Source: an optimization exercise on an open RTL-to-GDS flow (aim: small area). Production flows keep margins and buffers that such runs may drop.
Only simulation tests tie the RTL to the original design; equivalence was not proved.
No activity file was given, so power comes from the tool's default toggle rates.

## flow/design.v (module list and top-level ports; edited modules follow where they fit)
// module poly_voice_engine: 1317 lines
module poly_voice_engine #(
  parameter int NUM_VOICES   = 8,
  parameter int PHASE_W      = 32,
  parameter int ENV_W        = 16,
  parameter int VEL_W        = 7,
  parameter int OUT_W        = 24,
  parameter int SAMPLE_DIV   = 1024,
  parameter int ATTACK_STEP  = 64,
  parameter int RELEASE_STEP = 16
) (
  input  logic                          i_clk,
  input  logic                          i_reset_n,
  input  logic                          i_cmd_valid,
  output logic                          o_cmd_ready,
  input  logic                          i_cmd_note_on,
  input  logic [$clog2(NUM_VOICES)-1:0] i_cmd_voice,
  input  logic [PHASE_W-1:0]            i_cmd_tuning,
  input  logic [VEL_W-1:0]              i_cmd_velocity,
  input  logic [1:0]                    i_wave_sel,
  output logic signed [OUT_W-1:0]       o_sample,
  output logic                          o_sample_valid,
  output logic [NUM_VOICES-1:0]         o_active_voices
);
  // ...
==> flow/flow/run.sh <==
#!/bin/bash
set -euo pipefail
here=$(cd "$(dirname "$0")" && pwd)
export CTS_ARGS="-sink_clustering_enable -repair_clock_nets -dont_use_dummy_load -buf_list sky130_fd_sc_hd__clkbuf_4 -sink_clustering_size 10 -sink_clustering_max_diameter 40"
export BUFFER_PORTS_ARGS="-buffer_cell sky130_fd_sc_hd__buf_1"
if [[ -s "$here/synth_args.txt" ]]; then export SYNTH_ARGS="$(cat "$here/synth_args.txt")"; fi
bash standard.sh > flow_standard.log 2>&1
==> flow/flow/synth_args.txt <==
-noabc
==> flow/standard.sh <==
#!/bin/bash
# synth_recipe.tcl (not shown) runs the flow's synth.tcl, then flattens the netlist and writes it again
# the make line also repeats each setting of config.mk as NAME=value (left out here)
make -C /OpenROAD-flow-scripts/flow DESIGN_CONFIG=/design/flow/config.mk WORK_HOME=/design/flow/orfs CLKGATE_MAP_FILE= SYNTH_SCRIPT=/design/flow/synth_recipe.tcl "${@:-finish}"
==> flow/config.mk <==
export PLATFORM = sky130hd
export DESIGN_NAME = poly_voice_engine
export DESIGN_NICKNAME = poly_voice_engine
export VERILOG_FILES = /design/flow/design.v
export SDC_FILE = /design/flow/constraint.sdc
export NUM_CORES = 4
export LEC_CHECK = 0
export ABC_AREA = 1
export CAP_MARGIN = 20
export CORE_MARGIN = 2
export CORE_UTILIZATION = 40
export SLEW_MARGIN = 20
==> flow/constraint.sdc <==
create_clock -name core_clock -period 10.0 [get_ports {i_clk}]
set_input_delay 2.0000 -clock core_clock [delete_from_list [all_inputs] [get_ports {i_clk}]]
set_output_delay 2.0000 -clock core_clock [all_outputs]
set_load 0.01 [all_outputs]
==> impl_results.md, run 1 <==
* Status: finished clean
* Final wirelength at 65,400 um
* Most crowded layer after global routing: met2
* Buf/Inv on CP at 1
* Most common library cells after synthesis: 728 x dfxtp_1, 512 x nor2_1, 339 x a21oi_1
* Total Power at 10.4 mW
* Syn Nets at 3,581
* Mean Syn Cell Area at 9.98 sq um
* Die area at 82,300 sq um
* Clock Power Share at 0.133
* # Taps at 1,050
* Part of the cycle the worst path needs at 0.820
* Initial antenna violation count at 8
* Syn Inst Count at 3,210
* Design Area, Final at 33,900 sq um
* TritonRoute pass-1 iters at 5
* WL/cell at 15.2 um
* Worst r2r src: r_tick[0]
* Min-delay src: c_phase[1][15]
* Number of cells on the worst reg-to-reg path at 22
* DR iter-0 viols at 1,132
* Worst-path fanout max at 12
* Synth unique cells at 53
* RSZ-0062 raised after global routing: false
* Clock tree cell share of total cell area at 0.0219
* Final Wtd Congestion at 0.843
* P_comb at 4.72 mW
* Seq. cell area at 16,000 sq um
* Met3 usage at 0.0285
* Port Buffer Count at 81
* Min cycle time layout at 8.20 ns
==> run 2: changes to the inputs <==
--- a/flow/design.v
+++ b/flow/design.v
@@ -27,17 +27,17 @@
   localparam int SW = (AW > OUT_W ? AW : OUT_W) + 1;
   localparam int EH = ENV_W - 4;
   localparam int PH = PHASE_W / 2;
   localparam logic [TW-1:0] T_SCAN = TW'(NUM_VOICES);
   localparam logic [TW-1:0] T_OUT  = TW'(NUM_VOICES + 2);
   localparam logic [TW-1:0] T_RDY  = TW'(NUM_VOICES + 3);
   localparam logic [ENV_W-1:0] ENV_MAX = '1;
   localparam logic [ENV_W-1:0] REL = ENV_W'(RELEASE_STEP);
-  typedef enum logic [1:0] {IDLE, ATTACK, SUSTAIN, RELEASE} state_t;
+  typedef enum logic [1:0] {IDLE = 2'b00, ATTACK = 2'b01, RELEASE = 2'b10, SUSTAIN = 2'b11} state_t;
   logic [TW-1:0]           r_tick;
   logic [PHASE_W-1:0]      c_phase  [NUM_VOICES];
   logic [PHASE_W-1:0]      c_tuning [NUM_VOICES];
   logic [VEL_W-1:0]        c_vel    [NUM_VOICES];
   logic [EH-1:0]           c_envh   [NUM_VOICES];
   logic                    c_envl   [NUM_VOICES];
   state_t                  r_state  [NUM_VOICES];
   logic [NUM_VOICES-1:0]   r_fresh;
@@ -49,19 +49,20 @@
   logic signed [AW-1:0]    r_acc;
   logic signed [OUT_W-1:0] r_sample;
   logic                    w_scan, w_scan1, w_cmd, w_off, w_on, w_att_full, w_fresh;
   logic [VW-1:0]           w_v, w_wslot;
   state_t                  w_st;
   logic [15:0]             w_p;
   logic signed [15:0]      w_wave;
   logic                    w_rel_done, w_full1, w_done1;
-  logic [EH-1:0]           w_inc, w_dec, w_nxt_envh;
-  logic                    w_nxt_envl;
-  logic [EH:0]             w_ic, w_dc;
+  logic [EH-1:0]           w_eb, w_esum, w_nxt_envh;
+  logic                    w_nxt_envl, w_ea, w_er, w_eone, w_ezero;
+  logic [EH:0]             w_ec;
+  logic [AW-13:0]          w_hc;
   logic [TW:0]             w_tc;
   logic [TW-1:0]           w_tick_inc;
   state_t                  w_nxt_state;
   logic [PH-1:0]           w_pa_lo, w_pb_lo, w_pa_hi, w_pb_hi;
   logic [AW-1:0]           w_accg;
   logic                    w_acc_cin, r_acc_c;
   logic [AW-14:0]          w_acc_hi;
   logic signed [OUT_W-1:0] w_sat;
@@ -74,52 +75,51 @@
   assign w_on    = w_cmd && !w_off;
   assign w_wslot = r_tick[VW-1:0] - i_cmd_voice + VW'(1);
   assign w_st    = r_state[w_v];
   assign w_fresh = r_fresh[w_v];
   assign w_p     = c_phase[1][PHASE_W-1 -: 16];
   always_comb begin
     w_att_full  = &c_envh[0][EH-1:2] || (c_envl[0] && c_envh[0] == EH'(4091));
     w_rel_done  = c_envh[0] == '0 || (c_envh[0] == EH'(1) && !c_envl[0]);
-    w_nxt_state = w_st == ATTACK && w_att_full ? SUSTAIN :
-                  w_st == RELEASE && w_rel_done ? IDLE : w_st;
+    w_nxt_state = state_t'({w_st[0] ? w_st[1] || w_att_full : w_st[1] && !w_rel_done, w_st[0]});
     w_wave = !w_scan1 || r_st == IDLE || r_sel == 2'b11 ? 16'sd0 :
              r_sel == 2'b00 ? {~w_p[15], w_p[14:0]} :
              r_sel == 2'b01 ? (w_p[15] ? 16'sh8001 : 16'sh7fff) :
              w_p[15] ? 16'h7fff - {w_p[14:0], 1'b0} : {~w_p[14], w_p[13:0], 1'b0};
     w_full1 = &c_envh[1][EH-1:2] || (c_envl[1] && c_envh[1] == EH'(4091));
     w_done1 = c_envh[1] == '0 || (c_envh[1] == EH'(1) && !c_envl[1]);
-    w_ic[2] = 1'b1;
-    w_dc[0] = 1'b1;
+    w_ea   = w_scan1 && r_st == ATTACK;
+    w_er   = w_scan1 && r_st == RELEASE;
+    w_eone = w_ea && w_full1;
+    w_ezero = w_scan1 && (r_st == IDLE || (r_st == RELEASE && w_done1));
+    w_ec[0] = 1'b0;
     for (int i = 0; i < EH; i++) begin
-      if (i < 2) w_inc[i] = c_envh[1][i];
-      else begin
-        w_inc[i]  = c_envh[1][i] ^ w_ic[i];
-        w_ic[i+1] = c_envh[1][i] & w_ic[i];
-      end
-      w_dec[i]  = c_envh[1][i] ^ w_dc[i];
-      w_dc[i+1] = !c_envh[1][i] & w_dc[i];
+      w_eb[i]   = i == 2 ? w_ea || w_er : w_er;
+      w_esum[i] = c_envh[1][i] ^ w_eb[i] ^ w_ec[i];
+      w_ec[i+1] = (c_envh[1][i] & w_eb[i]) | (w_ec[i] & (c_envh[1][i] ^ w_eb[i]));
     end
-    w_nxt_envh = r_st == ATTACK ? (w_full1 ? '1 : w_inc) :
-                 r_st == RELEASE ? (w_done1 ? '0 : w_dec) :
-                 r_st == SUSTAIN ? c_envh[1] : '0;
-    w_nxt_envl = r_st == ATTACK ? (w_full1 || c_envl[1]) :
-                 r_st == RELEASE || r_st == SUSTAIN ? c_envl[1] && !(r_st == RELEASE && w_done1) : 1'b0;
+    w_nxt_envh = (w_esum | {EH{w_eone}}) & ~{EH{w_ezero}};
+    w_nxt_envl = (c_envl[1] || w_eone) && !w_ezero;
     w_tc[0] = 1'b1;
     for (int i = 0; i < TW; i++) begin
       w_tick_inc[i] = r_tick[i] ^ w_tc[i];
       w_tc[i+1]     = r_tick[i] & w_tc[i];
     end
     w_pa_lo = w_fresh ? '0 : c_phase[0][PH-1:0];
     w_pb_lo = w_scan ? c_tuning[0][PH-1:0] : '0;
     w_pa_hi = c_phase[1][PHASE_W-1:PH];
     w_pb_hi = w_scan1 ? ~c_tuning[1][PHASE_W-1:PH] : '0;
     w_accg = r_tick == TW'(2) ? '0 : r_acc;
     w_acc_cin = r_tick != TW'(2) && r_acc_c;
-    w_acc_hi = r_acc[AW-1:13] + (AW-13)'(r_acc_c);
+    w_hc[0] = r_acc_c;
+    for (int i = 0; i < AW - 13; i++) begin
+      w_acc_hi[i] = r_acc[13+i] ^ w_hc[i];
+      w_hc[i+1]   = r_acc[13+i] & w_hc[i];
+    end
     w_sat  = w_acc_hi[AW-14:OUT_W-14] == '0 || w_acc_hi[AW-14:OUT_W-14] == '1 ?
              {w_acc_hi[OUT_W-14:0], r_acc[12:0]} : {w_acc_hi[AW-14], {(OUT_W-1){!w_acc_hi[AW-14]}}};
     w_active = '0;
     for (int i = 0; i < NUM_VOICES; i++) w_active[i] = r_state[i] != IDLE;
   end
   wire gpl_n0 = w_pa_lo[0] ^ w_pb_lo[0];
   wire gpl_n1 = w_pa_lo[0] & w_pb_lo[0];
   wire gpl_n2 = w_pa_lo[1] ^ w_pb_lo[1];
@@ -1270,18 +1270,18 @@
         c_vel[k]    <= ~c_vel[J];
       end
       if (k == 1) begin
         c_phase[k] <= {c_phase[J][PHASE_W-1:PH] & {PH{!w_fresh}}, g_ph_lo};
         c_envh[k]  <= c_envh[J];
         c_envl[k]  <= c_envl[J];
       end else if (k == 2) begin
         c_phase[k] <= {g_ph_hi, c_phase[J][PH-1:0]};
-        c_envh[k]  <= w_scan1 ? w_nxt_envh : c_envh[J];
-        c_envl[k]  <= w_scan1 ? w_nxt_envl : c_envl[J];
+        c_envh[k]  <= w_nxt_envh;
+        c_envl[k]  <= w_nxt_envl;
       end else begin
         c_phase[k] <= c_phase[J];
         c_envh[k]  <= c_envh[J];
         c_envl[k]  <= c_envl[J];
       end
     end
   end
   always_ff @(posedge i_clk) begin
@@ -1299,19 +1299,20 @@
       r_tick         <= '0;
       r_active       <= '0;
       r_sample       <= '0;
       for (int i = 0; i < NUM_VOICES; i++) r_state[i] <= IDLE;
     end else begin
       r_tick         <= w_tick_inc;
       r_active       <= w_active;
       if (r_tick == T_OUT) r_sample <= w_sat;
-      if (w_scan) r_state[w_v] <= w_nxt_state;
-      if (w_cmd && w_off && (r_state[i_cmd_voice] == ATTACK || r_state[i_cmd_voice] == SUSTAIN))
-        r_state[i_cmd_voice] <= RELEASE;
-      if (w_on) r_state[i_cmd_voice] <= ATTACK;
+      for (int i = 0; i < NUM_VOICES; i++) begin
+        if (w_scan && w_v == VW'(i)) r_state[i] <= w_nxt_state;
+        else if (w_cmd && i_cmd_voice == VW'(i))
+          r_state[i] <= w_off ? state_t'({r_state[i][1] || r_state[i][0], 1'b0}) : ATTACK;
+      end
     end
   end
   assign o_cmd_ready     = r_tick >= T_RDY;
   assign o_sample        = r_sample;
   assign o_sample_valid  = r_tick == T_RDY;
   assign o_active_voices = r_active;
 endmodule
==> flow/flow/run.sh (replaced) <==
#!/bin/bash
set -euo pipefail
here=$(cd "$(dirname "$0")" && pwd)
export CTS_ARGS="-sink_clustering_enable -repair_clock_nets -dont_use_dummy_load -buf_list sky130_fd_sc_hd__clkbuf_4 -sink_clustering_size 8 -sink_clustering_max_diameter 50"
export BUFFER_PORTS_ARGS="-buffer_cell sky130_fd_sc_hd__buf_1"
if [[ -s "$here/synth_args.txt" ]]; then export SYNTH_ARGS="$(cat "$here/synth_args.txt")"; fi
bash standard.sh > flow_standard.log 2>&1
==> flow/config.mk (replaced) <==
export PLATFORM = sky130hd
export DESIGN_NAME = poly_voice_engine
export DESIGN_NICKNAME = poly_voice_engine
export VERILOG_FILES = /design/flow/design.v
export SDC_FILE = /design/flow/constraint.sdc
export NUM_CORES = 4
export LEC_CHECK = 0
export ABC_AREA = 0
export CAP_MARGIN = 20
export CORE_MARGIN = 2
export CORE_UTILIZATION = 40
export SLEW_MARGIN = 20
==> impl_results.md, run 2 <==
* Status: finished clean
* Max_slew headroom at 0.283
* Syn Nets at 3,831 (+7.0%)
* Post-route insts no fill at 4,534
* EDFF count, synth at 0
* Most common cell in the netlist: dfxtp_1
* Hold Crit Class: flip-flop to flip-flop
* Cell area after synthesis at 34,300 sq um
* Crit path DAT at 9.60 ns
* Most common library cells after synthesis: 728 x dfxtp_1, 410 x a21oi_1, 393 x nor2_1
* Syn-to-layout area delta at 5.12%
* Worst vdd ir at 0.134 mV
* Most common cell after layout, fill and taps aside: dfxtp_1
* Async set or reset register ratio after synthesis at 0.0738
* Starting Density at 0.403
* Share of cells above drive strength 1 at 0.0599
* Mean Syn Cell Area at 9.91 sq um (-0.70%)
* Seq/Total Area, Yosys at 0.467
* Rows at 107
* Final setup margin at 1.00 ns
* Port Buffer Count at 81 (unchanged)
* Place WS at 1.27 ns
* Max Cap Viol at 0
* Overall routing resource usage at 0.173
* Inst Count DP at 4,418
* Top Registers: c_phase (256), c_tuning (256), c_envh (96)
* Clk buf depth at 3
* Vias in the first global route at 22.8k
* Syn Inst Count at 3,467 (+8.0%)
* YS warnings at 7
* Via count at 23.4k
* Die H at 297 um
* Worst clock skew at 0.147 ns
* Hold Buf Count CTS at 0
* Fmax at 111 MHz
* Synth unique cells at 65 (+23%)
* Startpoint types: flip-flop
* DR iter-0 viols at 1,631 (+44%)
* WL/cell at 16.8 um (+11%)
* Seq. cell area at 16,000 sq um (about the same)
* Setup bufs post-CTS at 0
* Part of the cycle the worst path needs at 0.900 (+0.0800)
* Latest clock arrival within the worst-skew pair at 0.86 ns
* RSZ-0062 raised after global routing: false
* Most frequent cells in the layout: 716 x dfxtp_1, 410 x a21oi_1, 393 x nor2_1
* DRC Markers at 0
* Clock sink count at 786
* Fillers at 8,352
* Post-CTS sizing at 0
* Largest area contributor in the netlist: dfxtp_1
* CTS clock-pin slew for the worst setup and hold paths at 0.08 ns
* First-pass GRT wire length at 124,000 um
* Final Wtd Congestion at 0.870 (+3.2%)
* Area occupied by multi-input gates at 16,900 sq um
* Register bit count reported by yosys at 786
* Final wirelength at 76,000 um (+16%)
* Largest net degree at the start of global routing at 79
* Grt total ovfl at 0
* Vias per std cell at 5.17
* CTS tree: yes
* CP Data Required Time at 10.60 ns
* TritonRoute pass-1 iters at 6 (+1)
* Die area at 88,200 sq um (+7.2%)
* Nets at 3,755
* Core Box Area at 85,100 sq um
* Critical path type: flip-flop to flip-flop
* CTS H-tree depth at 3
* Antenna viol nets, final at 0
* Crit end category: flip-flop
* Design Area, Final at 36,100 sq um (+6.6%)
* Top-area cell type share of the netlist area at 0.424
* I/O pin cnt at 82
* Worst-Margin Slew at 1.07 ns
* Endpoints failing hold at 0
* Primary FF master, synth: dfxtp_1
* Setup-failing EPs final at 0
* Top cells by area, synth: dfxtp_1 42%, fa_1 12%, a21oi_1 6.0%
* Final setup TNS at 0 ns
* Power density over cell area at 214 nW/um^2
* Worst-path fanout max at 20 (+8)
* Min cycle time layout at 9.00 ns (+0.800 ns)
* HPWL after DPL at 51,100 um
* Die X at 297 um
* Placed standard-cell area at 35,200 sq um
* CTS Buf Count at 114
* Leak at 15.3 nW
* Slew Viols, Final at 0
* Root Buffer: clkbuf_4
* Initial antenna violation count at 2 (-6)
==> run 2: cell types whose count changed in the layout (fill, tap and decap cells not counted), sizes merged, moves of 51 or more <==
cell and delta:
inv -232, o22ai -66, maj3 +67, a21oi +51
nor2 -122, xor2 -150, nand2 +117, mux2i +165
and2 +105
==> run 2: stage by stage <==
stage	utilization	hold WS, ns	power [mW]
2_1_floorplan	-	0.310	5.79
3_3_place_gp	0.414	0.310	6.29
3_5_place_dp	0.414	0.312	6.36
4_1_cts	0.424	0.236	7.86
5_1_grt	0.424	0.231	8.47
6_report	0.424	0.241	7.71
==> run 2: metal layers <==
metal  track usage  vias to the layer above  wire, um  part of all wire
li1              -                    11544         -                 -
met1         0.241                    11245     36500              0.48
met2         0.276                      524     34700              0.46
met3        0.0278                      132      3130             0.041
met4        0.0503                        2      1780             0.023
met5             0                        -         8           0.00011
==> run 2: path summary, 6_finish.rpt <==
path / start / endpoint / slack, ns / cells past startpoint
max in group asynchronous: i_reset_n / r_sample[6] / 8.14 / 2
worst max register to register: r_tick[0] / r_a[7] / 1.00 / 27
worst max-delay path: r_tick[0] / r_a[7] / 1.00 / 27
worst min-delay path: c_phase[6][29] / c_phase[7][29] / 0.24 / 0
worst min register to register: c_phase[6][29] / c_phase[7][29] / 0.24 / 0
min in group asynchronous: i_reset_n / r_state[6][0] / 1.27 / 2
==> run 2: final cells by class <==
cell class | count | area share
multi-input cells | 2298 | 0.468
flip-flops and latches | 786 | 0.444
well taps | 1144 | 0.0396
clock buffers | 114 | 0.0237
repair buffers | 118 | 0.0164
inverters | 73 | 0.00759
diodes | 1 | 0.0000693
==> run 2: logic make-up after synthesis <==
logic type / share of synthesized area
xor+xnor: 0.00943
mux: 0.0516
simple gates: 0.114
compound gates: 0.136
fa+ha+maj: 0.179
buf+inv: 0.0431
flops: 0.467
==> run 2: power by group <==
group          switching (mW)  internal [mW]
logic                    1.14          0.984
registers               0.290           3.83
clock network           0.954          0.519
==> run 2: critical path, stage by stage (launching register included) <==
cell       delay [ns]
dfrtp_1          0.63
inv_1            0.17
ha_1             0.33
nor3b_1          0.17
nand4bb_1        0.42
buf_4            0.36
a211oi_2         0.67
nand2_1          0.56
and2_1           0.38
a21oi_1          0.12
nand2_1          0.07
nand2_1          0.06
o221ai_1         0.16
fa_1             0.59
fa_1             0.44
fa_1             0.53
fa_1             0.43
ha_1             0.32
nand4_1          0.14
nor2_1           0.07
a221o_1          0.30
a211o_1          0.34
a21o_1           0.21
a21o_1           0.20
a31o_1           0.25
a31o_1           0.24
fa_1             0.39
xor2_1           0.16
==> run 3: changes to the inputs <==
--- a/flow/config.mk
+++ b/flow/config.mk
@@ -5,7 +5,7 @@
 export SDC_FILE = /design/flow/constraint.sdc
 export NUM_CORES = 4
 export LEC_CHECK = 0
-export ABC_AREA = 0
+export ABC_AREA = 1
 export CAP_MARGIN = 20
 export CORE_MARGIN = 2
 export CORE_UTILIZATION = 40
==> impl_results.md, run 3 <==
* Worst-path fanout max at 20 (unchanged)
* Setup-failing EPs final at 0 (unchanged)
* Power density over cell area at 225 nW/um^2 (+5.2%)
* Share of cells above drive strength 1 at 0.0529 (-0.00699)
* Top Registers: c_phase (256), c_tuning (256), c_envh (96)
* EDFF count, synth at 0 (unchanged)
* DRC Markers at 0 (unchanged)
* Port Buffer Count at 81 (unchanged)
* Most common library cells after synthesis: 728 x dfxtp_1, 485 x nor2_1, 330 x a21oi_1
* Status: finished clean
* Grt total ovfl at 0 (unchanged)
* Overall routing resource usage at 0.161 (-0.0113)
* Endpoints failing hold at 0 (unchanged)
* Core Box Area at 77,500 sq um (-9.0%)
* Slew Viols, Final at 0 (unchanged)
* Cell count of the worst hold path at 1 (+1)
* Initial antenna violation count at 4 (+2)
* Syn Inst Count at 3,121 (-10%)
* Critical path type: flip-flop to flip-flop
* CTS H-tree depth at 3 (unchanged)
* Inst Count DP at 4,123 (-6.7%)
* Register bit count reported by yosys at 786 (unchanged)
* Sw Pwr at 2.30 mW (-3.3%)
* Final Wtd Congestion at 0.832 (-4.4%)
* Starting Density at 0.404 (+0.000810)
* Vias in the first global route at 20.3k (-11%)
* RSZ-0062 raised after global routing: false
* Flop pwr share at 0.542 (+0.008)
* Vias per std cell at 4.77 (-7.7%)
* Net Sw Frac at 0.307 (-0.00176)
* Largest net degree at the start of global routing at 78 (-1.3%)
* I/O pin cnt at 82 (unchanged)
* Max_slew headroom at 0.290 (+0.00736)
* Syn-to-layout area delta at 6.66%
* DR iter-0 viols at 1,079 (-34%)
* Via count at 20.2k (-14%)
* WL/cell at 15.0 um (-11%)
* Number of cells on the worst reg-to-reg path at 25 (-7.4%)
* Primary FF master, synth: dfxtp_1
* Startpoint types: flip-flop
* Max Cap Viol at 0 (unchanged)
* Worst-Margin Slew at 1.06 ns (-0.0142 ns)
* Post-route insts no fill at 4,237 (-6.6%)
* Clock sink count at 786 (unchanged)
* Most common cell after layout, fill and taps aside: dfxtp_1
* Die X at 284 um (-4.5%)
* Rows at 102 (-4.7%)
* HPWL after DPL at 43,600 um (-15%)
* Hold Crit Class: flip-flop to flip-flop
* Clk buf depth at 3 (unchanged)
* Min cycle time layout at 8.52 ns (-0.484 ns)
* CP Data Required Time at 10.79 ns (+0.19 ns)
* CTS tree: yes
* Async set or reset register ratio after synthesis at 0.0738 (unchanged)
* Crit end category: flip-flop
* Top cells by area, synth: dfxtp_1 47%, fa_1 13%, nor2_1 5.8%
* Most frequent cells in the layout: 728 x dfxtp_1, 485 x nor2_1, 330 x a21oi_1
* TritonRoute pass-1 iters at 5 (-1)
* Root Buffer: clkbuf_4
* Leak at 15.3 nW (+0.38%)
* Hold Buf Count CTS at 0 (unchanged)
* Mean Syn Cell Area at 10.0 sq um (+1.3%)
* Synth unique cells at 45 (-31%)
* Final wirelength at 63,600 um (-16%)
* Worst r2r src: r_tick[0]
* Critical register-to-register path endpoint: c_phase[2][31]
* Antenna viol nets, final at 0 (unchanged)
* YS warnings at 7 (unchanged)
* Die H at 284 um (-4.5%)
* Largest area contributor in the netlist: dfxtp_1
* Total Power at 7.50 mW (-2.7%)
* Die area at 80,500 sq um (-8.7%)
* Combinational fraction of design power at 0.264 (-0.011)
* Worst clock skew at 0.180 ns (+0.0335 ns)
* Internal power at 5.20 mW (-2.5%)
* Final setup TNS at 0 ns (unchanged)
* Top-area cell type share of the netlist area at 0.465 (+0.0411)
* Part of the cycle the worst path needs at 0.852 (-0.0484)
* Min-delay src: c_vel[1][5]
* R2R setup slack at 1.48 ns (+0.48 ns)
* Worst Hold Path EP: c_vel[2][5]
* Cell area after synthesis at 31,300 sq um (-8.8%)
* WHS at 0.280 ns (+0.0398 ns)
* First-pass GRT wire length at 106,000 um (-15%)
* Syn Nets at 3,485 (-9.0%)
* Setup bufs post-CTS at 0 (unchanged)
* Nets at 3,560 (-5.2%)
* Fmax at 117 MHz (+5.7%)
* Crit path DAT at 9.31 ns (-0.29 ns)
* Most common cell in the netlist: dfxtp_1
* CTS Buf Count at 111 (-2.6%)
* Post-CTS sizing at 0 (unchanged)
* Seq/Total Area, Yosys at 0.512 (+0.0452)
* Clock Power Share at 0.194 (+0.003)
* Latest clock arrival within the worst-skew pair at 0.91 ns (+0.05 ns)
* CTS clock-pin slew for the worst setup and hold paths at 0.09 ns (about the same)
* Worst vdd ir at 0.123 mV (-7.8%)
## run 3: changes by cell type in the layout (fill, tap and decap cells not counted), moves of 50 or more
cell / change
nor2_1: +92
maj3_1: -67
mux2i_1: -163
o21ai_0: -50
o22ai_1: +52
and2_1: -101
a21oi_1: -80
inv_1: +227
xor2_1: +139
nand2_1: -70
## run 3: cells by family (layout without fill, tap and decap cells)
logic type | Yosys count | after routing | synth area share
flip-flops | 786 | 786 | 0.512
AND/OR/NAND/NOR | 778 | 778 | 0.0986
AO/OA/AOI/OAI | 618 | 618 | 0.111
buffers and inverters | 459 | 532 | 0.0575
adder cells (fa/ha/maj) | 316 | 316 | 0.175
XOR/XNOR | 161 | 161 | 0.0450
multiplexers | 3 | 3 | 0.000959
other | 0 | 3 | 0
## run 3: layer usage
layer  up-vias  track usage  wire length (um)
met5         -            0                31
li1      10191            -                 -
met2       409        0.261             28900
met3       128       0.0318              2960
met1      9484        0.218             30200
met4         4       0.0519              1510
## run 3: final cells by class
class / instances / area, sq um
antenna: 3 / 7.51
clock buffer: 111 / 833
fill: 7541 / 44100
inverter: 309 / 1160
multi-input combinational: 1876 / 13500
sequential: 786 / 16000
tap: 1040 / 1300
timing repair buffer: 112 / 538
## run 3: worst max-delay path, stage by stage (launching register included)
cell,delay [ns]
dfrtp_1,0.52
inv_2,0.22
ha_1,0.19
inv_1,0.06
nor2_1,0.08
nand3_1,0.19
nand2_1,0.12
buf_4,0.28
nor2_1,0.10
fa_1,0.42
fa_1,0.42
fa_1,0.43
fa_1,0.43
fa_1,0.43
fa_1,0.44
fa_1,0.44
fa_1,0.42
fa_1,0.42
fa_1,0.42
fa_1,0.42
fa_1,0.42
fa_1,0.43
fa_1,0.44
fa_1,0.42
xor2_1,0.16
xor2_1,0.17
## run 3: stage by stage
stage / utilization / area [sq um] / worst slack [ns]
after floorplan: - / 31300 / 1.76
after global placement: 0.420 / 32600 / 1.43
after detailed placement: 0.420 / 32600 / 1.34
after CTS: 0.431 / 33400 / 1.41
after global routing: 0.431 / 33400 / 1.09
final: 0.431 / 33400 / 1.48
## run 3: worst max-delay path by stage
stage,start,end,slack [ns],cells past startpoint
detailed placement,r_tick[0],c_phase[2][31],1.34,25
global route,r_tick[0],c_phase[2][31],1.09,25
finish,r_tick[0],c_phase[2][31],1.48,25
global placement,r_tick[0],c_phase[2][31],1.43,25
CTS,r_tick[1],c_phase[2][31],1.41,25
floorplan,r_tick[0],c_phase[2][31],1.76,26
## run 3: power groups by stage
stage               clock [mW]  sequential [mW]  combinational, mW
global placement             0             4.13               1.96
global route              1.67             4.14               2.36
detailed placement           0             4.14               2.03
floorplan                    0             4.09               1.50
CTS                       1.53             4.07               2.04
finish                    1.46             4.06               1.98
==> run 4: changes to the inputs <==
==> flow/flow/run.sh (replaced) <==
#!/bin/bash
set -euo pipefail
here=$(cd "$(dirname "$0")" && pwd)
export CTS_ARGS="-sink_clustering_enable -repair_clock_nets -dont_use_dummy_load -buf_list sky130_fd_sc_hd__clkbuf_4 -sink_clustering_size 10 -sink_clustering_max_diameter 40"
export BUFFER_PORTS_ARGS="-buffer_cell sky130_fd_sc_hd__buf_1"
if [[ -s "$here/synth_args.txt" ]]; then export SYNTH_ARGS="$(cat "$here/synth_args.txt")"; fi
bash standard.sh > flow_standard.log 2>&1
==> impl_results.md, run 4 <==
* Status: finished clean
* Cell count of the worst hold path at 0 (-1)
* Latest clock arrival within the worst-skew pair at 0.91 ns (about the same)
* Rows at 102 (unchanged)
* Adder-cell share of the synthesized area at 0.175 (unchanged)
* Overall routing resource usage at 0.161 (-0.000726)
* Clk buf depth at 3 (unchanged)
* Final wirelength at 63,300 um (-0.44%)
* Fillers at 7,562 (+0.28%)
* Delay-heaviest family, CP: adder cells
* Min cycle time layout at 8.50 ns (-0.0205 ns)
* Crit end category: flip-flop
* Seq. cell area at 16,000 sq um (unchanged)
* Compound-gate portion of the synthesized area at 0.111 (unchanged)
* R2R setup slack at 1.50 ns (+0.02 ns)
* Async set or reset register ratio after synthesis at 0.0738 (unchanged)
* Buf/Inv on CP at 3 (unchanged)
* Final Wtd Congestion at 0.832 (unchanged)
* Cell area after synthesis at 31,300 sq um (unchanged)
* Worst Hold Path EP: c_phase[5][28]
* Worst vdd ir at 0.114 mV (-7.5%)
* Syn Nets at 3,485 (unchanged)
* CTS tree: yes
* Most common cell after layout, fill and taps aside: dfxtp_1
* Setup bufs post-CTS at 0 (unchanged)
* Top-area cell type share of the netlist area at 0.465 (unchanged)
* DRC Markers at 0 (unchanged)
* Most common cell in the netlist: dfxtp_1
* Worst clock skew at 0.143 ns (-0.0379 ns)
* Starting Density at 0.404 (unchanged)
* Mean Syn Cell Area at 10.0 sq um (unchanged)
* Part of the cycle the worst path needs at 0.850 (-0.00205)
* Leak at 15.3 nW (-0.42%)
* Max_slew headroom at 0.281 (-0.00933)
* Number of cells on the worst reg-to-reg path at 25 (unchanged)
* Max Cap Viol at 0 (unchanged)
* Worst r2r src: r_tick[1]
* Most frequent cells in the layout: 728 x dfxtp_1, 485 x nor2_1, 330 x a21oi_1
* Top cells by area, synth: dfxtp_1 47%, fa_1 13%, nor2_1 5.8%
* Synth Area in Simple Gates at 0.0986 (unchanged)
* Mux contribution to synthesized area at 0.000959 (unchanged)
* Root Buffer: clkbuf_4
* CP Data Required Time at 10.77 ns (-0.02 ns)
* Share of cells above drive strength 1 at 0.0487 (-0.00417)
* Most common cell on crit path: fa_1
* Placed standard-cell area at 32,600 sq um (unchanged)
* Power density over cell area at 223 nW/um^2 (-0.82%)
* Slew Viols, Final at 0 (unchanged)
* Grt total ovfl at 0 (unchanged)
* Largest net degree at the start of global routing at 78 (unchanged)
* Vias per std cell at 4.78 (+0.25%)
* Antenna viol nets, final at 0 (unchanged)
* Nets at 3,546 (-0.39%)
* I/O pin cnt at 82 (unchanged)
* Syn Inst Count at 3,121 (unchanged)
* Die area at 80,500 sq um (unchanged)
* Worst-path fanout max at 20 (unchanged)
* Final setup TNS at 0 ns (unchanged)
* CTS Buf Count at 97 (-13%)
* Largest area contributor in the netlist: dfxtp_1
* CTS clock-pin slew for the worst setup and hold paths at 0.09 ns (about the same)
* Critical path type: flip-flop to flip-flop
* Worst Setup SP: r_tick[1]
* Core Box Area at 77,500 sq um (unchanged)
* Min-delay src: c_phase[4][28]
* DR iter-0 viols at 1,153 (+6.9%)
* Port Buffer Count at 81 (unchanged)
* Die H at 284 um (unchanged)
* Primary FF master, synth: dfxtp_1
* TritonRoute pass-1 iters at 5 (unchanged)
* Synth unique cells at 45 (unchanged)
* Initial antenna violation count at 2 (-2)
* EDFF count, synth at 0 (unchanged)
* Fmax at 118 MHz (+0.24%)
* RSZ-0062 raised after global routing: false
* Critical-path top delay cell: dfrtp_1
* WL/cell at 15.0 um (about the same)
* First-pass GRT wire length at 106,000 um (-0.64%)
* Critical register-to-register path endpoint: c_phase[2][31]
* Clock sink count at 786 (unchanged)
* Startpoint types: flip-flop
* Hold Crit Class: flip-flop to flip-flop
* Die X at 284 um (unchanged)
* Post-CTS sizing at 0 (unchanged)
* Syn-to-layout area delta at 6.31%
* Via count at 20.2k (-0.13%)
* Endpoints failing hold at 0 (unchanged)
* Hold Buf Count CTS at 0 (unchanged)
* Slowest cell delay on critical path at 0.45 ns (-0.07 ns)
* Area occupied by multi-input gates at 13,500 sq um (unchanged)
* Most common library cells after synthesis: 728 x dfxtp_1, 485 x nor2_1, 330 x a21oi_1
* YS warnings at 7 (unchanged)
* CTS H-tree depth at 3 (unchanged)
* Register bit count reported by yosys at 786 (unchanged)
* Setup-failing EPs final at 0 (unchanged)
* Top Registers: c_phase (256), c_tuning (256), c_envh (96)
* XOR/XNOR Fraction of Synth Area at 0.0450 (unchanged)
* Seq/Total Area, Yosys at 0.512 (unchanged)
* Largest family of logic cells by synthesized area: adder cells
* Worst-Margin Slew at 1.07 ns (+0.0139 ns)
* HPWL after DPL at 43,600 um (unchanged)
* Total Power at 7.42 mW (-1.1%)
* Design Area, Final at 33,300 sq um (-0.33%)
* Vias in the first global route at 20.3k (-0.42%)
* Crit path DAT at 9.26 ns (-0.05 ns)
## run 4: cell count changes in the layout (fill, tap and decap cells not counted)
cell      before  now
clkbuf_4     111   97
diode_2        3    1
## run 4: worst max-delay path by stage
stage	to	slack (ns)	depth (start not counted)
after floorplan	c_phase[2][31]	1.76	26
after global routing	c_phase[2][31]	1.08	25
final	c_phase[2][31]	1.50	25
after global placement	c_phase[2][31]	1.43	25
after CTS	c_phase[2][31]	1.40	25
after detailed placement	c_phase[2][31]	1.34	25
## run 4: area by class of cell
type                    instances  area share
diodes                          1   0.0000752
clock buffers                  97      0.0219
inverters                     309      0.0348
multi-input cells            1876       0.407
flip-flops and latches        786       0.481
well taps                    1040      0.0391
repair buffers                112      0.0162
## run 4: logic make-up (layout without fill, tap and decap cells)
logic type / Yosys count / count (layout)
AO/OA/AOI/OAI: 618 / 618
flip-flops: 786 / 786
other: 0 / 1
adder cells (fa/ha/maj): 316 / 316
buffers and inverters: 459 / 518
AND/OR/NAND/NOR: 778 / 778
XOR/XNOR: 161 / 161
multiplexers: 3 / 3
## run 4: per-stage QoR
stage | utilization | setup slack (ns) | cells | hold WS [ns]
after floorplan | - | 1.76 | 3121 | 0.310
after global placement | 0.420 | 1.43 | 4123 | 0.310
after detailed placement | 0.420 | 1.34 | 4123 | 0.312
final | 0.430 | 1.50 | 4221 | 0.241
after global routing | 0.430 | 1.08 | 4221 | 0.263
after CTS | 0.430 | 1.40 | 4220 | 0.241
## run 4: layer usage
layer	up-vias	routed length, um	global-route usage
met2	429	28600	0.259
met5	-	18	0
li1	10143	-	-
met4	2	1670	0.0541
met1	9494	30000	0.216
met3	122	3070	0.0316
## run 4: report_power, final
part	total (mW)	switching [mW]	internal, mW
Combinational	1.98	1.12	0.859
Clock	1.37	0.925	0.444
Sequential	4.06	0.234	3.83
Total	7.42	2.28	5.13
==> run 5: changes to the inputs <==
==> flow/flow/run.sh (replaced) <==
#!/bin/bash
set -euo pipefail
here=$(cd "$(dirname "$0")" && pwd)
export CTS_ARGS="-sink_clustering_enable -repair_clock_nets -dont_use_dummy_load -buf_list sky130_fd_sc_hd__clkbuf_4 -sink_clustering_size 10 -sink_clustering_max_diameter 40"
export BUFFER_PORTS_ARGS="-buffer_cell sky130_fd_sc_hd__buf_1"
if [[ -s "$here/abc_area.script" ]]; then
  rm -rf scripts_area
  cp -r "$FLOW_HOME/scripts" scripts_area
  cp "$here/abc_area.script" scripts_area/abc_area.script
  export SCRIPTS_DIR="$PWD/scripts_area"
fi
if [[ -s "$here/synth_args.txt" ]]; then export SYNTH_ARGS="$(cat "$here/synth_args.txt")"; fi
bash standard.sh > flow_standard.log 2>&1
==> flow/flow/abc_area.script (new file) <==
strash
dch
map -B 0.9
topo
==> impl_results.md, run 5 <==
* Status: finished clean
* Vias in the first global route at 20.4k (+0.46%)
* Endpoints failing hold at 0 (unchanged)
* Most common cell after layout, fill and taps aside: dfxtp_1
* Critical-path top delay cell: dfrtp_1
* Overall routing resource usage at 0.168 (+0.00765)
* Grt total ovfl at 0 (unchanged)
* Top Registers: c_phase (256), c_tuning (256), c_envh (96)
* Core Box Area at 75,800 sq um (-2.1%)
* Leak at 14.4 nW (-5.5%)
* Worst r2r src: r_tick[0]
* Port Buffer Count at 81 (unchanged)
* Fmax at 114 MHz (-3.0%)
* Worst vdd ir at 0.102 mV (-11%)
* Die area at 78,800 sq um (-2.2%)
* Place WS at 1.26 ns (-0.0762 ns)
* Setup bufs post-CTS at 0 (unchanged)
* Final setup margin at 1.25 ns (-0.260 ns)
* Max Cap Viol at 0 (unchanged)
* CTS clock-pin slew for the worst setup and hold paths at 0.10 ns (about the same)
* Crit end category: flip-flop
* Met1 Use GR at 0.228 (+0.0121)
* Most common cell in the netlist: dfxtp_1
* YS warnings at 7 (unchanged)
* WHS at 0.206 ns (-0.0351 ns)
* Hold Buf Count CTS at 0 (unchanged)
* CTS Buf Count at 103 (+6.2%)
* Syn-to-layout area delta at 8.49%
* Clk buf depth at 3 (unchanged)
* TritonRoute pass-1 iters at 5 (unchanged)
* DRC Markers at 0 (unchanged)
* Cell area after synthesis at 30,600 sq um (-2.2%)
* Die H at 281 um (-1.1%)
* Die X at 281 um (-1.1%)
* Hold Crit Class: flip-flop to flip-flop
* Startpoint types: flip-flop
* Met3 usage at 0.0359 (+0.00432)
* Initial antenna violation count at 1 (-1)
* HPWL after DPL at 44,000 um (+0.70%)
* Syn Nets at 3,335 (-4.3%)
* Min-delay src: c_phase[6][22]
* Antenna viol nets, final at 0 (unchanged)
* Power density over cell area at 225 nW/um^2 (+0.91%)
* Synth unique cells at 31 (-31%)
* Most common library cells after synthesis: 728 x dfxtp_1, 486 x nor2_1, 331 x a21oi_1
* Most frequent cells in the layout: 728 x dfxtp_1, 484 x nor2_1, 331 x a21oi_1
* Top-area cell type share of the netlist area at 0.476 (+0.0105)
* Critical path type: flip-flop to flip-flop
* Part of the cycle the worst path needs at 0.875 (+0.0260)
* First-pass GRT wire length at 106,000 um (+0.74%)
* Crit path DAT at 9.39 ns (+0.13 ns)
* EDFF count, synth at 0 (unchanged)
* Slew Viols, Final at 0 (unchanged)
* Nets at 3,556 (+0.28%)
* Seq/Total Area, Yosys at 0.523 (+0.0116)
* Worst clock skew at 0.138 ns (-0.00406 ns)
* Delay-heaviest family, CP: adder cells
* Starting Density at 0.404 (about the same)
* Final wirelength at 64,500 um (+1.9%)
* Min cycle time layout at 8.75 ns (+0.260 ns)
* Worst-Margin Slew at 0.934 ns (-0.137 ns)
* Largest net degree at the start of global routing at 71 (-9.0%)
* Largest area contributor in the netlist: dfxtp_1
* Mean Syn Cell Area at 10.3 sq um (+2.7%)
* Worst Setup SP: r_tick[0]
* Final Wtd Congestion at 0.895 (+7.5%)
* Max_slew headroom at 0.375 (+0.0940)
* Vias per std cell at 4.94 (+3.2%)
* Most common cell on crit path: fa_1
* DR iter-0 viols at 1,185 (+2.8%)
* RSZ-0062 raised after global routing: false
* Post-CTS sizing at 0 (unchanged)
* Buf/Inv on CP at 3 (unchanged)
* Final setup TNS at 0 ns (unchanged)
* Setup-failing EPs final at 0 (unchanged)
* Share of cells above drive strength 1 at 0.0464 (-0.00235)
* CTS tree: yes
* Top cells by area, synth: dfxtp_1 48%, fa_1 13%, nor2_1 6.0%
* CP Data Required Time at 10.63 ns (-0.14 ns)
* Primary FF master, synth: dfxtp_1
* WL/cell at 15.5 um (+3.2%)
* Async set or reset register ratio after synthesis at 0.0738 (unchanged)
* Via count at 20.6k (+1.9%)
* Worst-path fanout max at 20 (unchanged)
* Register bit count reported by yosys at 786 (unchanged)
* Rows at 101 (-0.98%)
* Root Buffer: clkbuf_4
* CTS H-tree depth at 3 (unchanged)
* Latest clock arrival within the worst-skew pair at 0.86 ns (-0.05 ns)
* Met2 usage in global routing at 0.268 (+0.00953)
* I/O pin cnt at 82 (unchanged)
* Most crowded layer after global routing: met2
* Slowest cell delay on critical path at 0.51 ns (+0.06 ns)
* Syn Inst Count at 2,971 (-4.8%)
* Clock sink count at 786 (unchanged)
-- run 5: changes by cell type after synthesis, sizes merged --
cell,change
clkbuf,-98
buf,-52
inv,-308
clkinv,+308
-- run 5: worst register-to-register path: cells and delay by family, from the launching register on --
kind / cells / cell delay (ns)
adders and majority gates: 16 / 6.58
buffers and inverters: 3 / 0.58
DFF: 1 / 0.51
xor gates and xnor gates: 2 / 0.33
and+or+nand+nor: 4 / 0.54
-- run 5: layer usage --
metal / up-vias / part of all wire / routed length, um
met3: 132 / 0.054 / 3510
met2: 475 / 0.45 / 28800
met4: 0 / 0.025 / 1590
met1: 9768 / 0.47 / 30600
li1: 10202 / - / -
met5: - / 0 / 0
-- run 5: area by class of cell --
class                   instances  area (sq um)
fillers                      7364         42600
well taps                     978          1220
diodes                          1          2.50
multi-input cells            1876         13500
inverters                     309          1160
flip-flops and latches        786         16000
clock buffers                 103           773
repair buffers                116           568
-- run 5: logic make-up after synthesis --
family	count (synthesis)	synth area share
and+or+nand+nor	778	0.0994
xor gates and xnor gates	161	0.0461
muxes	3	0.000981
AOI/OAI and AO/OA	618	0.113
DFF	786	0.523
buffers and inverters	309	0.0379
adders and majority gates	316	0.179
-- run 5: worst paths after layout --
path | endpoint | slack, ns | cells after the start
max | c_phase[2][31] | 1.25 | 25
min | c_phase[7][22] | 0.21 | 0
max reg2reg | c_phase[2][31] | 1.25 | 25
min reg2reg | c_phase[7][22] | 0.21 | 0
max in group asynchronous | r_sample[11] | 8.17 | 2
min in group asynchronous | r_tick[3] | 1.29 | 2
-- run 5: report_power, final --
part	total [mW]	switching, mW	internal (mW)
Combinational	1.99	1.12	0.871
Sequential	4.07	0.240	3.83
Clock	1.41	0.936	0.471
Total	7.47	2.29	5.17
-- run 5: metrics by stage --
step | area (sq um) | utilization | total power [mW] | instances
floorplan | 30600 | - | 5.59 | 2971
CTS | 33200 | 0.438 | 7.62 | 4168
finish | 33200 | 0.438 | 7.47 | 4169
global route | 33200 | 0.438 | 8.15 | 4169
detailed placement | 32400 | 0.428 | 6.20 | 4065
global placement | 32400 | 0.428 | 6.12 | 4065
==> run 6: changes to the inputs <==
==> flow/flow/abc_area.script (replaced) <==
strash
dch
amap
topo
--- a/flow/config.mk
+++ b/flow/config.mk
@@ -8,5 +8,5 @@
 export ABC_AREA = 1
 export CAP_MARGIN = 20
 export CORE_MARGIN = 2
-export CORE_UTILIZATION = 40
+export CORE_UTILIZATION = 35
 export SLEW_MARGIN = 20
==> impl_results.md, run 6 <==
* Antenna viol nets, final at 0 (unchanged)
* Overall routing resource usage at 0.159 (-0.00930)
* Async set or reset register ratio after synthesis at 0.0738 (unchanged)
* DR iter-0 viols at 1,394 (+18%)
* Syn Nets at 3,002 (-10%)
* Top cells by area, synth: dfxtp_1 49%, fa_1 14%, o22ai_1 9.8%
* Slowest cell delay on critical path at 0.59 ns (+0.08 ns)
* Setup-failing EPs final at 0 (unchanged)
* Most crowded layer after global routing: met2
* Grt total ovfl at 0 (unchanged)
* Min cycle time layout at 9.19 ns (+0.440 ns)
* Slew Viols, Final at 0 (unchanged)
* Met1 Use GR at 0.227 (-0.00156)
* Via count at 20.5k (-0.56%)
* Fmax at 109 MHz (-4.8%)
* Primary FF master, synth: dfxtp_1
* Port Buffer Count at 81 (unchanged)
* Delay-heaviest family, CP: compound AO/OA/AOI/OAI gates
* Critical path type: flip-flop to flip-flop
* CP Data Required Time at 10.64 ns (about the same)
* Worst-Margin Slew at 0.835 ns (-0.0999 ns)
* CTS H-tree depth at 3 (unchanged)
* Crit path DAT at 9.83 ns (+0.44 ns)
* Startpoint types: flip-flop
* Hold Crit Class: flip-flop to flip-flop
* CTS clock-pin slew for the worst setup and hold paths at 0.10 ns (about the same)
* Hold Buf Count CTS at 0 (unchanged)
* Nets at 3,240 (-8.9%)
* Critical-path top delay cell: dfrtp_1
* Power density over cell area at 228 nW/um^2 (+1.5%)
* Part of the cycle the worst path needs at 0.919 (+0.0440)
* Mean Syn Cell Area at 11.2 sq um (+8.7%)
* Most common library cells after synthesis: 728 x dfxtp_1, 465 x o22ai_1, 294 x nor2_1
* Die H at 295 um (+5.0%)
* Placed standard-cell area at 31,800 sq um (-2.0%)
* YS warnings at 7 (unchanged)
* Core Box Area at 83,700 sq um (+10%)
* Rows at 106 (+5.0%)
* CTS tree: yes
* Vias in the first global route at 20.0k (-1.6%)
* Status: finished clean
* TritonRoute pass-1 iters at 8 (+3)
* Largest area contributor in the netlist: dfxtp_1
* Final wirelength at 68,100 um (+5.6%)
* DRC Markers at 0 (unchanged)
* Largest net degree at the start of global routing at 59 (-17%)
* Post-route insts no fill at 4,012 (-3.8%)
* Max_slew headroom at 0.429 (+0.0541)
* Worst-path fanout max at 19 (-5.0%)
* HPWL after DPL at 45,100 um (+2.5%)
* Most frequent cells in the layout: 728 x dfxtp_1, 465 x o22ai_1, 285 x nor2_1
* CP Depth at 33 (+32%)
* Clock sink count at 786 (unchanged)
* Leak at 12.8 nW (-12%)
* RSZ-0062 raised after global routing: false
* Clk buf depth at 3 (unchanged)
* Cell count of the worst hold path at 0 (unchanged)
* Register bit count reported by yosys at 786 (unchanged)
* Synth unique cells at 41 (+32%)
* Top Registers: c_phase (256), c_tuning (256), c_envh (96)
* WL/cell at 17.0 um (+9.7%)
* Crit end category: flip-flop
* Syn Inst Count at 2,638 (-11%)
* Vias per std cell at 5.10 (+3.3%)
* Worst vdd ir at 0.115 mV (+13%)
* Starting Density at 0.353 (-0.0507)
* Inst Count DP at 3,911 (-3.8%)
* Share of cells above drive strength 1 at 0.0581 (+0.0117)
* Latest clock arrival within the worst-skew pair at 0.88 ns (+0.02 ns)
* I/O pin cnt at 82 (unchanged)
* Met2 usage in global routing at 0.246 (-0.0221)
* Initial antenna violation count at 3 (+2)
* Die area at 86,800 sq um (+10%)
* Worst clock skew at 0.164 ns (+0.0257 ns)
* Buf/Inv on CP at 7 (+4)
* Final setup TNS at 0 ns (unchanged)
* Design Area, Final at 32,500 sq um (-2.1%)
* Cell area after synthesis at 29,600 sq um (-3.5%)
* First-pass GRT wire length at 111,000 um (+4.0%)
* Number of cells on the worst reg-to-reg path at 33 (+32%)
* Fillers at 8,195 (+11%)
* Die X at 295 um (+5.0%)
* EDFF count, synth at 0 (unchanged)
* Met3 usage at 0.0284 (-0.00756)
* Endpoints failing hold at 0 (unchanged)
* Syn-to-layout area delta at 10.1%
* Most common cell after layout, fill and taps aside: dfxtp_1
* Seq/Total Area, Yosys at 0.542 (+0.0189)
* CTS Buf Count at 97 (-5.8%)
* Final Wtd Congestion at 0.831 (-7.2%)
* Root Buffer: clkbuf_4
* Most common cell in the netlist: dfxtp_1
* Top-area cell type share of the netlist area at 0.493 (+0.0172)
* Max Cap Viol at 0 (unchanged)
run 6: changes by cell type after synthesis, sizes merged, moves of 9 or more:
cell,delta
or2,+14
clkinv,-103
o22a,+32
o22ai,+312
a21oi,-166
nand3,-16
a222oi,+10
nand4,-15
nor2b,+78
xor2,-159
a22oi,+9
nor2,-192
nand2,-131
run 6: cell type report:
type / instances / area, sq um / share of cell area
Sequential cell: 786 / 16000 / 0.493
Inverter: 206 / 773 / 0.0238
Antenna cell: 4 / 10.0 / 0.000308
Multi-Input combinational cell: 1646 / 12800 / 0.394
Timing Repair Buffer: 139 / 741 / 0.0228
Tap cell: 1134 / 1420 / 0.0436
Clock buffer: 97 / 728 / 0.0224
run 6: layer usage:
| metal | part of all wire | vias to the layer above |
|---|---|---|
| met3 | 0.054 | 121 |
| met1 | 0.48 | 9816 |
| met4 | 0.021 | 4 |
| met5 | 0.00038 | - |
| met2 | 0.44 | 590 |
| li1 | - | 9931 |
run 6: worst paths after layout:
path,startpoint,endpoint,slack (ns)
max,r_tick[0],r_a[15],0.81
min,c_envh[4][2],c_envh[5][2],0.21
max reg2reg,r_tick[0],r_a[15],0.81
min reg2reg,c_envh[4][2],c_envh[5][2],0.21
max in group asynchronous,i_reset_n,r_tick[0],8.18
min in group asynchronous,i_reset_n,r_state[5][0],1.30
run 6: cell families (layout without fill, tap and decap cells):
| logic type | count (synthesis) | after routing | synth area share |
|---|---|---|---|
| flops | 786 | 786 | 0.542 |
| fa+ha+maj | 316 | 316 | 0.186 |
| simple gates | 526 | 526 | 0.0777 |
| compound gates | 804 | 804 | 0.168 |
| other cells | 0 | 4 | 0 |
| buf+inv | 206 | 442 | 0.0262 |
run 6: timing repair:
item | CTS | global route
hold endpoints to repair | 0 | 0
setup endpoints to repair | 0 | 3
buffers inserted | 0 | 0
resized for setup | 0 | 1
run 6: stage by stage:
step | power, mW | hold slack, ns | util | setup slack (ns)
final | 7.42 | 0.208 | 0.389 | 0.806
after detailed placement | 6.16 | 0.312 | 0.380 | 0.685
after CTS | 7.54 | 0.218 | 0.388 | 0.535
after floorplan | 5.58 | 0.310 | - | 1.62
after global placement | 6.08 | 0.310 | 0.380 | 0.973
after global routing | 8.05 | 0.235 | 0.389 | 0.00394
run 6: worst register-to-register path, delay by kind of cell (launching register included):
| family | cells | cell delay [ns] |
|---|---|---|
| AO/OA/AOI/OAI | 11 | 3.06 |
| adder cells (fa/ha/maj) | 7 | 2.74 |
| buffers and inverters | 7 | 1.71 |
| AND/OR/NAND/NOR | 8 | 0.94 |
| flip-flops | 1 | 0.59 |
run 6: where the power goes:
| part | internal (mW) | switching (mW) |
|---|---|---|
| clock | 0.444 | 0.937 |
| combinational | 0.918 | 1.05 |
| sequential | 3.82 | 0.247 |
| total | 5.19 | 2.24 |
==> run 7: changes to the inputs <==
--- a/flow/config.mk
+++ b/flow/config.mk
@@ -8,5 +8,5 @@
 export ABC_AREA = 1
 export CAP_MARGIN = 20
 export CORE_MARGIN = 2
-export CORE_UTILIZATION = 35
+export CORE_UTILIZATION = 45
 export SLEW_MARGIN = 20
==> impl_results.md, run 7 <==
* CTS clock-pin slew for the worst setup and hold paths at 0.11 ns (about the same)
* Hold Buf Count CTS at 0 (unchanged)
* Endpoints failing hold at 0 (unchanged)
* Cell area after synthesis at 29,600 sq um (unchanged)
* Die H at 260 um (-12%)
* Seq/Total Area, Yosys at 0.542 (unchanged)
* Setup bufs post-CTS at 0 (unchanged)
* Worst Hold Path EP: c_phase[4][22]
* Final setup TNS at 0 ns (unchanged)
* EDFF count, synth at 0 (unchanged)
* Most common library cells after synthesis: 728 x dfxtp_1, 465 x o22ai_1, 294 x nor2_1
* Clk buf depth at 3 (unchanged)
* DRC Markers at 0 (unchanged)
* Min-delay src: c_phase[3][22]
* Latest clock arrival within the worst-skew pair at 0.88 ns (about the same)
* Top-area cell type share of the netlist area at 0.493 (unchanged)
* Most common cell after layout, fill and taps aside: dfxtp_1
* Fmax at 111 MHz (+1.7%)
* Syn Nets at 3,002 (unchanged)
* Worst-path fanout max at 14 (-5)
* Power density over cell area at 232 nW/um^2 (+1.6%)
* First-pass GRT wire length at 113,000 um (+1.7%)
* Worst r2r src: r_tick[0]
* Crit path DAT at 9.72 ns (-0.11 ns)
* Core Box Area at 64,700 sq um (-23%)
* Via count at 20.7k (+1.4%)
* Mean Syn Cell Area at 11.2 sq um (unchanged)
* Place WS at 0.303 ns (-0.382 ns)
* Final wirelength at 70,000 um (+2.7%)
* Critical path type: flip-flop to flip-flop
* Grt total ovfl at 0 (unchanged)
* Register bit count reported by yosys at 786 (unchanged)
* Async set or reset register ratio after synthesis at 0.0738 (unchanged)
* Root Buffer: clkbuf_4
* Nets at 3,228 (-0.37%)
* Part of the cycle the worst path needs at 0.904 (-0.0150)
* RSZ-0062 raised after global routing: false
* Leak at 12.7 nW (about the same)
* Final Wtd Congestion at 0.870 (+4.7%)
* R2R setup slack at 0.96 ns (+0.15 ns)
* Syn Inst Count at 2,638 (unchanged)
* Worst vdd ir at 0.0973 mV (-16%)
* Vias per std cell at 5.57 (+9.2%)
* Primary FF master, synth: dfxtp_1
* Final setup margin at 0.956 ns (+0.150 ns)
* Vias in the first global route at 21.1k (+5.1%)
* Crit end category: flip-flop
* Min cycle time layout at 9.04 ns (-0.150 ns)
* Top Registers: c_phase (256), c_tuning (256), c_envh (96)
* Syn-to-layout area delta at 8.65%
* Die X at 260 um (-12%)
* Post-CTS sizing at 0 (unchanged)
* DR iter-0 viols at 1,733 (+24%)
* Hold Crit Class: flip-flop to flip-flop
* TritonRoute pass-1 iters at 7 (-1)
* Largest area contributor in the netlist: dfxtp_1
* Most common cell in the netlist: dfxtp_1
* Cell count of the worst hold path at 0 (unchanged)
* Initial antenna violation count at 3 (unchanged)
* Overall routing resource usage at 0.207 (+0.0485)
* Status: finished clean
* Clock sink count at 786 (unchanged)
* Number of cells on the worst reg-to-reg path at 31 (-6.1%)
* WL/cell at 18.8 um (+11%)
* Worst clock skew at 0.133 ns (-0.0312 ns)
* Setup-failing EPs final at 0 (unchanged)
* Starting Density at 0.457 (+0.104)
* HPWL after DPL at 45,400 um (+0.77%)
* Slowest cell delay on critical path at 0.61 ns (+0.02 ns)
* CTS tree: yes
* Most frequent cells in the layout: 728 x dfxtp_1, 465 x o22ai_1, 286 x nor2_1
* Share of cells above drive strength 1 at 0.0580 (-0.000106)
* Port Buffer Count at 81 (unchanged)
* Worst-Margin Slew at 1.27 ns (+0.438 ns)
* Slew Viols, Final at 0 (unchanged)
* Max_slew headroom at 0.130 (-0.300)
* Largest net degree at the start of global routing at 59 (unchanged)
* Die area at 67,700 sq um (-22%)
* CTS Buf Count at 97 (unchanged)
* Critical register-to-register path endpoint: r_a[15]
* Startpoint types: flip-flop
* I/O pin cnt at 82 (unchanged)
* Top cells by area, synth: dfxtp_1 49%, fa_1 14%, o22ai_1 9.8%
* CP Data Required Time at 10.68 ns (+0.04 ns)
* Critical-path top delay cell: dfrtp_1
* CTS H-tree depth at 3 (unchanged)
* Max Cap Viol at 0 (unchanged)
* Synth unique cells at 41 (unchanged)
* Rows at 93 (-12%)
* YS warnings at 7 (unchanged)
* Antenna viol nets, final at 0 (unchanged)
## run 7: cell counts after synthesis
Identical to the previous run, type by type.
## run 7: power by group
part / switching (mW) / internal (mW) / total (mW)
registers: 0.264 / 3.83 / 4.09
logic: 1.07 / 0.922 / 1.99
clock network: 0.921 / 0.444 / 1.37
total: 2.25 / 5.19 / 7.45
## run 7: per-stage QoR
step	total power [mW]	cells	cell area, sq um	util	hold WS, ns
after floorplan	5.58	2638	29600	-	0.310
after global placement	6.08	3620	31300	0.484	0.310
after detailed placement	6.19	3620	31300	0.484	0.312
after CTS	7.55	3717	32100	0.496	0.247
after global routing	8.04	3723	32100	0.496	0.248
final	7.45	3723	32100	0.496	0.255
## run 7: cell type report
type                            count  area, sq um
Antenna cell                        6         15.0
Clock buffer                       97          728
Fill cell                        5936        32600
Inverter                          206          773
Multi-Input combinational cell   1646        12800
Sequential cell                   786        16000
Tap cell                          855         1070
Timing Repair Buffer              127          651
## run 7: worst max path at each step
| stage | start | to | cells after the start | slack [ns] |
|---|---|---|---|---|
| 5_1_grt | r_tick[0] | r_a[15] | 31 | 0.08 |
| 2_1_floorplan | r_tick[9] | c_phase[2][31] | 23 | 1.62 |
| 3_5_place_dp | r_tick[0] | r_a[15] | 31 | 0.30 |
| 4_1_cts | r_tick[0] | r_a[15] | 31 | 0.20 |
| 3_3_place_gp | r_tick[0] | r_a[15] | 31 | 0.56 |
| 6_report | r_tick[0] | r_a[15] | 31 | 0.96 |
## run 7: worst max-delay path, delay by kind of cell (launching register included)
kind | cells | cell delay [ns]
compound gates | 11 | 3.13
fa+ha+maj | 7 | 2.79
buf+inv | 5 | 1.30
flops | 1 | 0.61
simple gates | 8 | 1.10
## run 7: cells by family (layout without fill, tap and decap cells)
family | after synthesis | count (layout) | synth area share
and+or+nand+nor | 526 | 526 | 0.0777
other | 0 | 6 | 0
DFF | 786 | 786 | 0.542
buffers and inverters | 206 | 430 | 0.0262
AOI/OAI and AO/OA | 804 | 804 | 0.168
adders and majority gates | 316 | 316 | 0.186
## run 7: routing by layer
layer  share of wire  routed length, um  track usage
met2            0.46              32500        0.339
met1            0.46              32100        0.282
met4           0.016               1090       0.0560
met3           0.061               4290       0.0402
met5               0                  0            0

## re-timing with driven ports
Ports are ideal in the flow. The routed layouts listed here were re-timed in OpenROAD.
Step 1: set_driving_cell puts a clkbuf_16 on i_clk and a buf_2 on each other input, an assumption about the parent block.
Step 2 adds t to the input delays and takes it off the output delays; t is the mean of the earliest and latest rising clock arrival at the registers after step 1. Input paths then give back, and output paths get back, about the clock's delay inside the block.
Slacks: ideal / step 1 / step 2; pairs: ideal / step 1.
run	shift t [ns]	slack for setup (ns)	worst hold slack (ns)	worst slew at a driven data input, ns	cell pins on the clock port's net
run 1	0.851	1.801 / 1.801 / 1.801	0.248 / 0.248 / 0.248	0.16	1
run 2	0.847	1.001 / 1.001 / 1.001	0.241 / 0.241 / 0.241	0.13	1
run 3	0.883	1.484 / 1.484 / 1.484	0.280 / 0.280 / 0.280	0.14	1
run 4	0.893	1.505 / 1.505 / 1.505	0.241 / 0.241 / 0.241	0.15	1
run 5	0.852	1.245 / 1.245 / 1.245	0.206 / 0.206 / 0.206	0.07	1
run 6	0.874	0.806 / 0.806 / 0.806	0.208 / 0.208 / 0.208	0.09	1
run 7	0.869	0.956 / 0.956 / 0.956	0.255 / 0.255 / 0.255	0.09	1
After both steps setup and hold are still met in every run listed.
